What follows belongs to an exercise in optimizing a design on an open flow for small area, a short achievable clock period and few clock cycles per item; a production flow would make more cautious choices.
Function was checked by simulation only, so behaviour that the tests miss may differ from the original.
Power and IR drop assume default switching activity.

## the baseline
==> flow/design.v <==
module trace_ring_repository #(
  parameter int ADDR_WIDTH      = 16,
  parameter int DATA_WIDTH      = 32,
  parameter int TRACE_ENTRIES   = 64,
  parameter int READ_LATENCY    = 1,
  parameter int MAX_OUTSTANDING = 8,
  parameter int DEDUP           = 1,
  parameter int SEQ_WIDTH       = 16
) (
  input  logic                                 clk,
  input  logic                                 rst_n,
  input  logic                                 lock,
  input  logic                                 cap_valid,
  input  logic [ADDR_WIDTH-1:0]                cap_addr,
  input  logic [DATA_WIDTH-1:0]                cap_instr,
  output logic                                 cap_ready,
  input  logic                                 req,
  input  logic                                 cancel,
  output logic                                 out_valid,
  output logic [ADDR_WIDTH-1:0]                out_addr,
  output logic [DATA_WIDTH-1:0]                out_instr,
  output logic [SEQ_WIDTH-1:0]                 out_seq,
  input  logic                                 out_ack,
  output logic                                 cancelled,
  input  logic                                 retire,
  output logic                                 retire_err,
  output logic [$clog2(TRACE_ENTRIES):0]       level,
  output logic [$clog2(MAX_OUTSTANDING):0]     outstanding,
  output logic                                 full,
  output logic                                 empty,
  output logic                                 exhausted,
  output logic [15:0]                          overflow_count
);
  localparam int IDX_W = $clog2(TRACE_ENTRIES);
  localparam int LVL_W = IDX_W + 1;
  localparam int OUT_W = $clog2(MAX_OUTSTANDING) + 1;
  localparam int ENT_W = ADDR_WIDTH + DATA_WIDTH;
  localparam int LO_N  = 8;
  localparam int HI_N  = TRACE_ENTRIES / LO_N;
  function automatic logic [15:0] incr16(input logic [15:0] v);
    logic [3:0] g, n;
    logic       c, ci;
    for (int k = 0; k < 4; k++) begin
      g  = v[4*k +: 4];
      c  = 1'b1;
      for (int j = 0; j < 4; j++) begin
        n[j] = g[j] ^ c;
        c    = c & g[j];
      end
      ci = 1'b1;
      for (int j = 0; j < k; j++) ci = ci & (&v[4*j +: 4]);
      incr16[4*k +: 4] = ci ? n : g;
    end
  endfunction
  function automatic logic [15:0] decr16(input logic [15:0] v);
    logic [3:0] g, n;
    logic       b, bi;
    for (int k = 0; k < 4; k++) begin
      g  = v[4*k +: 4];
      b  = 1'b1;
      for (int j = 0; j < 4; j++) begin
        n[j] = g[j] ^ b;
        b    = b & !g[j];
      end
      bi = 1'b1;
      for (int j = 0; j < k; j++) bi = bi & !(|v[4*j +: 4]);
      decr16[4*k +: 4] = bi ? n : g;
    end
  endfunction
  logic [LVL_W-1:0]     level_q;      
  logic [OUT_W-1:0]     outst_q;      
  logic [LO_N-1:0]      wlo_q;          
  logic [HI_N-1:0]      whi_q;          
  logic [TRACE_ENTRIES-1:0] isel_q;     
  logic [HI_N-1:0]      wgrp_q;         
  logic                 busy_q;       
  logic [SEQ_WIDTH-1:0] seq_q;
  logic [15:0]          ovf_q;
  logic [ENT_W-1:0]     last_q;
  logic [ENT_W-1:0]     out_data_q;
  logic                 cancelled_q, retire_err_q, exhausted_q, empty_q;
  logic [ENT_W-1:0]     mem [TRACE_ENTRIES];
  logic [ENT_W-1:0]     cap_entry;
  logic [LVL_W-1:0]     avail;        
  logic                 full_w, is_dup, cap_ok, wr_en, issue, ret_ok, start;
  assign cap_entry = {cap_addr, cap_instr};
  assign full_w    = level_q[LVL_W-1];
  assign avail     = level_q - LVL_W'(outst_q);
  assign is_dup    = (DEDUP != 0) && (cap_entry == last_q);
  assign cap_ok    = !lock && cap_valid && !is_dup;
  assign wr_en     = cap_ok && !full_w;
  assign issue     = busy_q && lock && !cancel && out_ack;
  assign ret_ok    = retire && (outst_q != '0);
  assign start     = !busy_q && lock && req && (avail != '0) && !outst_q[OUT_W-1];
  always_ff @(posedge clk) begin
    for (int i = 0; i < TRACE_ENTRIES; i++)
      if (wgrp_q[i / LO_N] && wlo_q[i % LO_N]) mem[i] <= cap_entry;
  end
  logic [ENT_W-1:0] rd_data;
  always_comb begin
    rd_data = '0;
    for (int i = 0; i < TRACE_ENTRIES; i++)
      rd_data = rd_data | ({ENT_W{isel_q[i]}} & mem[i]);
  end
  always_ff @(posedge clk) begin
    out_data_q <= rd_data;
  end
  logic [15:0] level_inc, level_dec, outst_inc, outst_dec, seq_inc, ovf_inc;
  logic        avail0, avail1, ovf_room, lvl_is0, lvl_is1;
  logic [LVL_W-1:0] lvl_if_wr, lvl_if_nowr, level_d;
  logic [HI_N-1:0]  whi_d;
  assign level_d = wr_en ? lvl_if_wr : lvl_if_nowr;
  assign whi_d   = (wr_en && wlo_q[LO_N-1]) ? {whi_q[HI_N-2:0], whi_q[HI_N-1]} : whi_q;
  assign level_inc = incr16(16'(level_q));
  assign level_dec = decr16(16'(level_q));
  assign outst_inc = incr16(16'(outst_q));
  assign outst_dec = decr16(16'(outst_q));
  assign seq_inc   = incr16(16'(seq_q));
  assign ovf_inc   = incr16(ovf_q);
  assign ovf_room  = (ovf_q != '1);
  assign avail0    = (avail == '0);
  assign lvl_is0   = (level_q == '0);
  assign lvl_is1   = (level_q == LVL_W'(1));
  assign lvl_if_wr   = ret_ok ? level_q : level_inc[LVL_W-1:0];
  assign lvl_if_nowr = ret_ok ? level_dec[LVL_W-1:0] : level_q;
  assign avail1    = (avail == LVL_W'(1));
  always_ff @(posedge clk) begin
    if (!rst_n) begin
      level_q      <= '0;
      empty_q      <= 1'b1;
      outst_q      <= '0;
      wlo_q        <= LO_N'(1);
      whi_q        <= HI_N'(1);
      wgrp_q       <= HI_N'(1);
      isel_q       <= TRACE_ENTRIES'(1);
      busy_q       <= 1'b0;
      seq_q        <= '0;
      ovf_q        <= '0;
      last_q       <= '0;
      cancelled_q  <= 1'b0;
      retire_err_q <= 1'b0;
      exhausted_q  <= 1'b0;
    end else begin
      level_q      <= level_d;
      wgrp_q       <= whi_d & {HI_N{!level_d[LVL_W-1]}};
      empty_q      <= !wr_en && (ret_ok ? lvl_is1 : lvl_is0);
      if (issue && !ret_ok)      outst_q <= outst_inc[OUT_W-1:0];
      else if (ret_ok && !issue) outst_q <= outst_dec[OUT_W-1:0];
      if (wr_en) wlo_q <= {wlo_q[LO_N-2:0], wlo_q[LO_N-1]};
      whi_q        <= whi_d;
      if (issue) begin
        isel_q <= {isel_q[TRACE_ENTRIES-2:0], isel_q[TRACE_ENTRIES-1]};
        seq_q <= seq_inc[SEQ_WIDTH-1:0];
      end
      busy_q       <= busy_q ? (lock && !cancel && !out_ack) : start;
      if (cap_ok && full_w && ovf_room) ovf_q <= ovf_inc;
      if (!lock && cap_valid && !full_w) last_q <= cap_entry;
      cancelled_q  <= busy_q && lock && cancel;
      retire_err_q <= retire && (outst_q == '0);
      exhausted_q  <= lock && (issue ? avail1 : avail0);
    end
  end
  assign cap_ready      = !lock && !full_w;
  assign out_valid      = busy_q;
  assign out_addr       = out_data_q[ENT_W-1:DATA_WIDTH];
  assign out_instr      = out_data_q[DATA_WIDTH-1:0];
  assign out_seq        = seq_q;
  assign cancelled      = cancelled_q;
  assign retire_err     = retire_err_q;
  assign level          = level_q;
  assign outstanding    = outst_q;
  assign full           = full_w;
  assign empty          = empty_q;
  assign exhausted      = exhausted_q;
  assign overflow_count = ovf_q;
endmodule
clock: 5.5 ns
lec_check: 0
cap_margin: 20
core_margin: 2
core_utilization: 55
cts_cluster_diameter: 70
cts_cluster_size: 24
setup_slack_margin: 3.0
slew_margin: 20
standard.sh (not shown) runs the stock make flow with config.mk's settings and CLKGATE_MAP_FILE= SYNTH_SCRIPT=/design/flow/synth_recipe.tcl, a recipe that flattens the netlist after the stock synthesis.
==> flow/flow/run.sh <==
#!/bin/bash
# Standard synthesis and layout, except that the port buffers are buf_4
# cells instead of the delay cells buffer_ports otherwise picks.
set -euo pipefail
export BUFFER_PORTS_ARGS="-buffer_cell sky130_fd_sc_hd__buf_4"
bash standard.sh synth > synth.log 2>&1
bash standard.sh > layout.log 2>&1
Testbench counts of the baseline, summed over its fixed seeds: cycles 4,128, items 2,048.
Inputs modified between the baseline and the candidate:
Settings: swapping 55 for 65 in CORE_UTILIZATION.
Results
[compare] base=the baseline new=the candidate: via count of the first global-routing pass went up; data required time of the critical path went down by 270 ps; count of cells resized by post-cts repair dropped about 2%; worst vdd rail ir drop shows a reduction of about 10%. Going from the baseline to the candidate, post-layout minimum cycle time decreased 140 ps, number of distinct library cells after synthesis about even, global-route wire length before repair decreased by about 3.3% relative to the old numbers, fmax grew by about 5%.

## port drivers added, routing unchanged
How much do the figures lean on ideal ports? The routed layouts below were timed once more, with nothing changed but the port constraints.
Step 1 sets driving cells, clkbuf_16 on the clock port and buf_2 on the other inputs (assumed; they add their load-dependent delay and slew).
Step 2 also shifts input and output timing later by t, the mid clock arrival at the registers, as if the neighbouring blocks saw the same clock.
Three values: ideal ports, drivers, drivers and shift; two values: the first two.
| run | t (ns) | setup slack, ns | worst hold slack (ns) | latest minus earliest clock arrival (ns) | worst data-port slew with drivers (ns) |
|---|---|---|---|---|---|
| the baseline | 1.001 | 2.352 / 2.346 / 1.345 | 0.450 / 0.369 / 0.473 | 0.054 / 0.054 | 0.31 |
| the candidate | 0.979 | 2.494 / 2.494 / 1.641 | 0.452 / 0.381 / 0.471 | 0.041 / 0.040 | 0.27 |
After both steps every run listed still meets setup and hold. The setup slack of the baseline, which loses most, moves by -0.006 ns with the drivers and by -1.007 ns with both steps.
